This is an optimization exercise on Yosys and OpenROAD, whose aim is small area and a short achievable clock period, not a production implementation.
Function not checked in this run: the RTL went through the layout flow alone.

### design/flow/design.v
package mdu_pkg;
    typedef enum logic [2:0] {
        OP_MULT  = 3'd0,
        OP_MULTU = 3'd1,
        OP_DIV   = 3'd2,
        OP_DIVU  = 3'd3,
        OP_MTHI  = 3'd4,
        OP_MTLO  = 3'd5,
        OP_NONE  = 3'd7
    } mdu_op_e;
    localparam int DEF_MULT_CYCLES = 5;
    localparam int DEF_DIV_CYCLES  = 10;
endpackage
module mdu_arith
#(
    parameter int LO   = 0,
    parameter int HI   = 35,
    parameter int MOFF = 0,
    parameter int DOFF = 3,
    parameter int TOP  = 35,    
    parameter int F    = 6,     
    parameter int BLK  = 7      
) (
    input  logic [HI:LO] x,
    input  logic [32:0]  m,
    input  logic         one,
    input  logic         two,
    input  logic         dv,
    input  logic         neg,
    output logic [HI:LO] s
);
    localparam int W  = HI - LO + 1;
    localparam int T  = HI - LO;                   
    localparam int NB = (T - F + BLK) / BLK;       
    logic [W-1:0] xv, yv, sv, gv, tv;
    logic [W:0]   c;
    logic [NB:0]  cb;                              
    function automatic logic mbit(input logic [32:0] v, input int i);
        if (i < 0)       mbit = 1'b0;
        else if (i > 32) mbit = v[32];
        else             mbit = v[i];
    endfunction
    assign xv = x;
    assign s  = sv;
    for (genvar f = LO; f <= HI; f++) begin : g_op
        assign yv[f-LO] = neg ^ ((one & mbit(m, f - MOFF)) | (two & mbit(m, f - MOFF - 1)) |
                                 (dv & mbit(m, f - DOFF)));
    end
    assign gv = xv & yv;
    assign tv = xv | yv;
    for (genvar b = 0; b < NB - 1; b++) begin : g_blk
        localparam int B0 = F + b * BLK;
        localparam int B1 = B0 + BLK - 1;
        logic gb, pb;
        always_comb begin
            gb = 1'b0;
            pb = 1'b1;
            for (int i = B0; i <= B1; i++) begin
                gb = gv[i] | (tv[i] & gb);
                pb = pb & tv[i];
            end
        end
        assign cb[b+1] = gb | (pb & cb[b]);
    end
    assign c[0] = neg;
    if (F == 0) begin : g_f0
        assign cb[0] = neg;
    end
    for (genvar i = 0; i < W; i++) begin : g_fa
        assign sv[i] = xv[i] ^ (yv[i] ^ c[i]);
        if (i + 1 >= F && i + 1 < F + NB * BLK && i + 1 <= T && ((i + 1 - F) % BLK) == 0) begin : g_cb
            if (i + 1 == F) begin : g_first
                assign cb[0] = (xv[i] & yv[i]) | (xv[i] & c[i]) | (yv[i] & c[i]);
            end
            assign c[i+1] = cb[(i + 1 - F) / BLK];
        end else begin : g_c
            assign c[i+1] = (xv[i] & yv[i]) | (xv[i] & c[i]) | (yv[i] & c[i]);
        end
    end
endmodule
module mdu_ctrl
(
    input  logic        clk,
    input  logic        reset,
    input  logic        start,
    input  logic [2:0]  op,
    input  logic        we,
    input  logic [31:0] in1,
    input  logic [31:0] in2,
    output logic        busy,
    output logic [31:0] hi,
    output logic [31:0] lo
);
    logic        busy_q;      
    logic        idle_q;      
    logic [3:0]  cnt_q;
    logic [31:0] hi_q, lo_q;
    logic [31:0] hi_n, lo_n;
    logic        mul_q;       
    logic        sgn_q;       
    logic        sa_q;        
    logic        bp_q;        
    logic [31:0] a_q;         
    logic [36:0] x_q;         
    logic [31:0] d_q;         
    localparam int BLK = 7;
    localparam int F1  = 7;
    localparam int F2  = 4;
    localparam int F3  = 4;
    localparam int F4  = 4;
    logic [32:0] m;
    logic        sb;
    logic        first, last;
    logic [35:0] x1, s1;      
    logic [36:2] x2, s2;      
    logic [38:1] x3, s3;      
    logic [40:0] x4, s4;      
    logic        one1, one2, one3, one4;
    logic        two1, two2, two3, two4;
    logic        dv1, dv2, dv3, dv4;
    logic        neg1, neg2, neg3, neg4;
    logic        g1, g2, g3, g4;    
    logic        accept;
    logic        commit;
    logic        div0;
    logic        nq, nr;
    logic [31:0] a_neg;
    logic [31:0] r_fix;
    logic [31:0] r_res;
    assign m     = {sgn_q & d_q[31], d_q};
    assign sb    = sgn_q & d_q[31];
    assign first = (cnt_q == 4'd0);
    assign last  = mul_q ? (cnt_q == 4'd4) : (cnt_q == 4'd9);
    function automatic logic [2:0] booth(input logic b2, input logic b1, input logic b0);
        booth = {b1 ^ b0, (b2 & ~b1 & ~b0) | (~b2 & b1 & b0), b2 & ~(b1 & b0)};
    endfunction
    assign x1 = {x_q[35:4], mul_q ? x_q[3:0] : a_q[31:28]};
    assign x2 = {s1[35], s1[35:2]};
    assign x3 = {{2{s2[36]}}, s2[36:2], s1[1]};
    assign x4 = {{2{s3[38]}}, s3[38:1], s1[0]};
    assign g1 = ~s1[35];
    assign g2 = ~s2[34];
    assign g3 = ~s3[33];
    assign g4 = ~s4[32];
    always_comb begin
        {one1, two1, dv1, neg1} = 4'b0000;
        {one2, two2, dv2, neg2} = 4'b0000;
        {one3, two3, dv3, neg3} = 4'b0000;
        {one4, two4, dv4, neg4} = 4'b0000;
        if (mul_q) begin
            if (last) begin
                one1 = ~sgn_q & bp_q;
            end else begin
                {one1, two1, neg1} = booth(a_q[1], a_q[0], bp_q);
                {one2, two2, neg2} = booth(a_q[3], a_q[2], a_q[1]);
                {one3, two3, neg3} = booth(a_q[5], a_q[4], a_q[3]);
                {one4, two4, neg4} = booth(a_q[7], a_q[6], a_q[5]);
            end
        end else begin
            if (last) begin
                one3 = x_q[36];
                neg3 = sb;
            end else begin
                dv1 = 1'b1; neg1 = ~x_q[36] ^ sb;
                dv2 = 1'b1; neg2 = g1 ^ sb;
                dv3 = 1'b1; neg3 = g2 ^ sb;
                dv4 = 1'b1; neg4 = g3 ^ sb;
            end
        end
    end
    mdu_arith #(.LO(0), .HI(35), .MOFF(0), .DOFF(3), .TOP(35), .F(F1), .BLK(BLK)) u_s1 (.x(x1), .m(m), .one(one1), .two(two1), .dv(dv1), .neg(neg1), .s(s1));
    mdu_arith #(.LO(2), .HI(36), .MOFF(2), .DOFF(2), .TOP(34), .F(F2), .BLK(BLK)) u_s2 (.x(x2), .m(m), .one(one2), .two(two2), .dv(dv2), .neg(neg2), .s(s2));
    mdu_arith #(.LO(1), .HI(38), .MOFF(4), .DOFF(1), .TOP(33), .F(F3), .BLK(BLK)) u_s3 (.x(x3), .m(m), .one(one3), .two(two3), .dv(dv3), .neg(neg3), .s(s3));
    mdu_arith #(.LO(0), .HI(40), .MOFF(6), .DOFF(0), .TOP(32), .F(F4), .BLK(BLK)) u_s4 (.x(x4), .m(m), .one(one4), .two(two4), .dv(dv4), .neg(neg4), .s(s4));
    function automatic logic [31:0] cneg(input logic [31:0] v, input logic n);
        logic t;
        t = 1'b0;
        for (int i = 0; i < 32; i++) begin
            cneg[i] = v[i] ^ t;
            t = t | (n & v[i]);
        end
    endfunction
    assign nq    = first ? (sgn_q & a_q[31]) : (!mul_q && (sa_q ^ sb));
    assign a_neg = cneg(a_q, nq);
    assign nr    = !mul_q && sa_q;
    assign r_fix = cneg(s3[35:4], nr);
    assign r_res = mul_q ? {s3[31:1], s1[0]} : r_fix;
    assign accept = idle_q && start && (op[2] == 1'b0);
    assign div0   = !mul_q && (d_q == 32'd0);
    assign commit = !idle_q && last && !div0;
    always_ff @(posedge clk or posedge reset) begin
        if (reset) begin
            busy_q <= 1'b0;
            idle_q <= 1'b1;
            cnt_q  <= 4'd0;
        end else begin
            if (!idle_q) begin
                busy_q <= !last;
                idle_q <= last;
                cnt_q  <= cnt_q + 4'd1;
            end else begin
                busy_q <= accept;
                idle_q <= !accept;
                cnt_q  <= 4'd0;
            end
        end
    end
    assign hi_n = commit ? r_res : hi_q;
    assign lo_n = commit ? a_neg : lo_q;
    mdu_hilo u_hilo (
        .clk   (clk),
        .reset (reset),
        .idle  (idle_q),
        .start (start),
        .op    (op),
        .we    (we),
        .in1   (in1),
        .hi_n  (hi_n),
        .lo_n  (lo_n),
        .hi    (hi_q),
        .lo    (lo_q)
    );
    always_ff @(posedge clk) begin
        if (idle_q) begin
            mul_q <= !op[1];
            sgn_q <= !op[0];
            bp_q  <= 1'b0;
            a_q   <= in1;
            x_q   <= 37'd0;
            d_q   <= in2;
        end else if (mul_q) begin
            bp_q <= a_q[7];
            a_q  <= {s4[7:0], a_q[31:8]};
            x_q  <= {{4{s4[40]}}, s4[40:8]};
        end else if (first) begin
            sa_q <= sgn_q & a_q[31];
            a_q  <= a_neg;
        end else begin
            a_q  <= {a_q[27:0], g1, g2, g3, g4};
            x_q  <= {s4[32:0], 4'd0};
        end
    end
    assign busy = busy_q;
    assign hi   = hi_q;
    assign lo   = lo_q;
endmodule
module mdu_hilo
(
    input  logic        clk,
    input  logic        reset,
    input  logic        idle,
    input  logic        start,
    input  logic [2:0]  op,
    input  logic        we,
    input  logic [31:0] in1,
    input  logic [31:0] hi_n,
    input  logic [31:0] lo_n,
    output logic [31:0] hi,
    output logic [31:0] lo
);
    logic [31:0] hi_q, lo_q;
    logic        wr_hi, wr_lo;
    assign wr_hi = idle && !start && we && (op == mdu_pkg::OP_MTHI);
    assign wr_lo = idle && !start && we && (op == mdu_pkg::OP_MTLO);
    always_ff @(posedge clk or posedge reset) begin
        if (reset) begin
            hi_q <= 32'd0;
            lo_q <= 32'd0;
        end else begin
            hi_q <= wr_hi ? in1 : hi_n;
            lo_q <= wr_lo ? in1 : lo_n;
        end
    end
    assign hi = hi_q;
    assign lo = lo_q;
endmodule
### design/flow/flow/run.sh
#!/bin/bash
# Standard layout with two changes: the port buffers use the smallest plain
# buffer, and ABC's area script maps with &nf and leaves buffering to the
# placer; the HI/LO register module is mapped on its own. The ORFS scripts folder is mirrored with links, and only
# abc_area.script is replaced.
set -e
mkdir -p scripts
for f in "$FLOW_HOME"/scripts/*; do ln -sf "$f" scripts/; done
rm -f scripts/abc_area.script
cp flow/abc_area.script scripts/abc_area.script
export BUFFER_PORTS_ARGS="-buffer_cell sky130_fd_sc_hd__buf_1"
bash standard.sh SCRIPTS_DIR="$PWD/scripts" SYNTH_KEEP_MODULES=mdu_hilo finish > standard.log 2>&1
### design/flow/flow/abc_area.script
strash
&get -n
&dch
&nf -R 20
&put
topo
stime -c
upsize -c
dnsize -c
### design/flow/standard.sh
#!/bin/bash
# synth_recipe.tcl (not shown) runs the flow's synth.tcl, then flattens the netlist and writes it again
# the make line also repeats each setting of config.mk as NAME=value (left out here)
make -C /OpenROAD-flow-scripts/flow DESIGN_CONFIG=/design/flow/config.mk WORK_HOME=/design/flow/orfs CLKGATE_MAP_FILE= SYNTH_SCRIPT=/design/flow/synth_recipe.tcl "${@:-finish}"
### design/flow/config.mk
export PLATFORM = sky130hd
export DESIGN_NAME = mdu_ctrl
export DESIGN_NICKNAME = mdu_ctrl
export VERILOG_FILES = /design/flow/design.v
export SDC_FILE = /design/flow/constraint.sdc
export NUM_CORES = 4
export LEC_CHECK = 0
export ABC_AREA = 1
export CAP_MARGIN = 20
export CORE_MARGIN = 2
export CORE_UTILIZATION = 40
export SLEW_MARGIN = 70
### design/flow/constraint.sdc
create_clock -name core_clock -period 150.0 [get_ports {clk}]
set_input_delay 30.0000 -clock core_clock [delete_from_list [all_inputs] [get_ports {clk}]]
set_output_delay 30.0000 -clock core_clock [all_outputs]
set_load 0.01 [all_outputs]
==> run_results.csv <==
group,metric,value,unit
synth,synth_fp_nets,1977,
synth,synth_top_family_by_area,"compound AO/OA/AOI/OAI gates",
floorplan,core-area,0.0400,mm²
critical_path,r2r-start,"cnt_q[0]",
cts,cts_tree,"done",
min_path,worst_hold_path.num_cells,2,
cts,cts_setup_buffers,0,
layout,final_area,0.0192,mm²
critical_path,cp-start-kind,"input port",
detailed_routing,drc,0,
synth,synthCells,1775,
detailed_routing,drt_pass1_iterations,8,
min_path,hold_start,"x_q[3]",
synth,synthXorXnorAreaFrac,12.8,%
layout,fin_nets,2205,
layout,antenna_cells_inserted,0,
grt,grtUsageTotal,26.5,%
synth,ys_seq_area_share,25.8,%
sta,fin_worst_skew,0.0158,ns
run_status,status,"finished clean",
flow_run,max_cap_violations,0,
min_path,hold-path-endpoint,"x_q[3]",
grt,grt_pass1_wl,86700,µm
cts,htree_num_levels,4,
cts,numCtsBuffers,17,
detailed_routing,vias_per_cell,6.08,
detailed_routing,drt-met1-wl,24300,µm
cts,clock_sinks,175,
synth,synthAdderAreaFrac,16.4,%
detailed_routing,highest_layer,"met4",
synth,synth-edff-count,36,
synth,muxShareOfSynthArea,5.08,%
cts,root_buffer,"clkbuf_16",
place,routabilityCongestion,0.909,
critical_path,required,150.36,ns
synth,ys_warn_count,6,
grt,antenna_found_initial,0,
synth,async_reset_ff_share,40.0,%
cts,ctsLongestPathBuffers,2,
layout,syn_to_final_growth,17.4,%
sta,rsz0062_at_grt,"no",
critical_path,critPathCaptureType,"flop",
floorplan,die_w,206,µm
cts,cts_resized,0,
cts,path_clk_slew,0.08,ns
floorplan,num_rows,73,
synth,yosys.area_share.simple,11.3,%
sta,max_slew_margin,68.4,%
synth,ys_types,82,
grt,grt_pass1_vias,14700,
synth,synth-seq-cells,175,
critical_path,crit_path_max_fanout,16,
detailed_routing,drt-total-wl,56100,µm
detailed_routing,antenna_left,0,
critical_path,r2r_end,"x_q[30]",
grt,gr-total-overflow,0,
min_path,min_path_type,"reg2reg",
synth,syn_area,0.0163,mm²
detailed_routing,met2_length,25900,µm
sta,report.final.slew_viol_count,0,
place,place_hpwl,41700,µm
sta,setup_viol,0,
cts,cts_hold_buffers,0,
floorplan,num_io_pins,136,
critical_path,arrival,31.45,ns
place,placed_cell_area,0.0183,mm²
synth,synth-main-ff-cell,"dfxtp_1",
detailed_routing,wl_per_cell,22.1,µm
sta,hold_viol_final,0,
detailed_routing,drt_iter0_markers,1582,
sta,max_freq,0.0322,GHz
synth,avgSynthCellArea,9.19,µm²
sta,worst_slew_pin_slew,0.469,ns
critical_path,rrSetupSlack,124.89,ns
detailed_routing,num_vias,15500,
floorplan,dieArea,0.0424,mm²
sta,setup-tns-final,0,ns
grt,grt_max_degree,78,
critical_path,critical_path_class,"in2reg",
floorplan,die_h,206,µm
place,io_buffers,135,
cts,clock_latency,0.48,ns
synth,synth_compound_area_share,25.2,%
critical_path,rr_worst_depth,105,
sta,period_share,20.7,%
layout,drive_above_1_share,8.09,%
floorplan,start_util,40.8,%
sta,fin_crit,31.10,ns
detailed_routing,wl_met3,4360,µm
sta,hold_ws,0.465,ns
## worst max-delay path: stages
cell	delay, ns
buf_1	0.08
and3b_1	0.27
and4b_4	0.36
buf_8	0.21
buf_8	0.18
mux2_1	0.34
## modules after synthesis (local to each module, per instance)
module | flops+latches | area (µm²)
mdu_ctrl | 111 | 13900
mdu_hilo | 64 | 2370
## sequential cells by signal, indices dropped and copies added, names as in the netlist
name	flops
a_q	32
bp_q	1
busy_q	1
cnt_q	4
d_q	32
idle_q	1
mul_q	1
sa_q	1
sgn_q	1
u_hilo.hi_q	32
u_hilo.lo_q	32
x_q	37
## how the worst max path moves through the flow
| stage | end | start |
|---|---|---|
| floorplan | u_hilo.lo_q[0] | start |
| global placement | u_hilo.lo_q[23] | start |
| detailed placement | u_hilo.lo_q[15] | start |
| CTS | u_hilo.lo_q[15] | start |
| global route | u_hilo.lo_q[26] | start |
| finish | u_hilo.lo_q[28] | start |
## routing by layer
| layer | up-vias | track usage, % |
|---|---|---|
| met4 | 0 | 9.41 |
| li1 | 7034 | - |
| met3 | 84 | 3.25 |
| met2 | 697 | 42.4 |
| met1 | 7635 | 36.9 |
| met5 | - | 0 |
## cell usage after synthesis, types with 7 or more instances
| master | instances | area [µm²] |
|---|---|---|
| o22ai_1 | 32 | 200 |
| nand3_1 | 11 | 55.1 |
| a22oi_1 | 104 | 781 |
| or4_1 | 7 | 52.6 |
| a21oi_1 | 122 | 611 |
| o31ai_1 | 16 | 120 |
| a22o_1 | 22 | 193 |
| nor4_1 | 10 | 62.6 |
| o221ai_1 | 24 | 210 |
| and3_1 | 16 | 100 |
| clkinv_1 | 139 | 522 |
| fa_1 | 125 | 2500 |
| a31oi_1 | 7 | 43.8 |
| nor3_1 | 14 | 70.1 |
| a222oi_1 | 38 | 380 |
| dfxtp_1 | 69 | 1380 |
| nand2_1 | 209 | 785 |
| mux2_1 | 69 | 777 |
| dfrtp_1 | 69 | 1730 |
| xnor2_1 | 163 | 1430 |
| and2_0 | 7 | 43.8 |
| a221oi_1 | 44 | 385 |
| maj3_1 | 9 | 90.1 |
| o21ai_0 | 126 | 631 |
| edfxtp_1 | 36 | 1080 |
| xor2_1 | 74 | 648 |
| nor2_1 | 102 | 383 |
## cells by family (layout without fill, tap and decap cells)
logic type | after synthesis | in the layout
AND/OR/NAND/NOR | 413 | 413
XOR/XNOR | 238 | 238
AO/OA/AOI/OAI | 594 | 594
flip-flops | 175 | 175
adder cells (fa/ha/maj) | 140 | 140
multiplexers | 74 | 74
buffers and inverters | 141 | 382
## metrics by stage
step,setup slack (ns),cells,utilization (%)
after global routing,118.86,2541,47.9
after global placement,118.48,2459,44.2
after CTS,118.93,2528,47.2
after detailed placement,118.44,2496,45.8
after floorplan,118.76,1775,-
final,118.91,2541,47.9
## layout make-up
class	count	area [µm²]
Inverter	141	561
Sequential cell	175	4220
Clock inverter	14	120
Timing Repair Buffer	209	1370
Clock buffer	18	439
Fill cell	3885	20900
Multi-Input combinational cell	1459	11800
Tap cell	525	657
## layout by cell type (no fill, tap or decap), types with 15 or more instances in the layout
cell / Yosys / routed
o221ai_1: 24 / 24
o31ai_1: 16 / 15
o21ai_0: 126 / 120
buf_4: 0 / 20
dfrtp_1: 69 / 69
mux2_1: 69 / 69
buf_2: 0 / 16
nand2_1: 209 / 207
dfxtp_1: 69 / 68
edfxtp_1: 36 / 36
clkinv_1: 139 / 137
and3_1: 16 / 16
a22oi_1: 104 / 104
o22ai_1: 32 / 32
a221oi_1: 44 / 44
clkbuf_16: 0 / 17
xnor2_1: 163 / 154
a21oi_1: 122 / 122
fa_1: 125 / 117
a22o_1: 22 / 21
nor2_1: 102 / 98
buf_1: 0 / 135
a222oi_1: 38 / 38
xor2_1: 74 / 72

static timing again, ports no longer ideal:
In the flow no input, the clock included, has a driving cell. The finished layout below was timed again as built, in two steps.
Step 1 (the two cells are an assumption about what drives the block):
set clk [get_ports {clk}]
set_driving_cell -lib_cell sky130_fd_sc_hd__clkbuf_16 $clk
set_driving_cell -lib_cell sky130_fd_sc_hd__buf_2 [delete_from_list [all_inputs] $clk]
Step 2 moves the port delays by t, midway between the first and last clock arrival at a register: inputs arrive t later, outputs are due t later. That takes back most of the time a late clock gives input paths.
Slacks: ideal / step 1 / step 2; pairs: ideal / step 1.
t, ns: 0.526
slack for setup (ns): 118.905 / 118.883 / 118.412
worst setup path after step 2: input to register
cell pins on the clock port's net: 1
After both steps this run still meets setup and hold. The setup slack of this run moves by -0.022 ns with the drivers and by -0.493 ns with both steps.
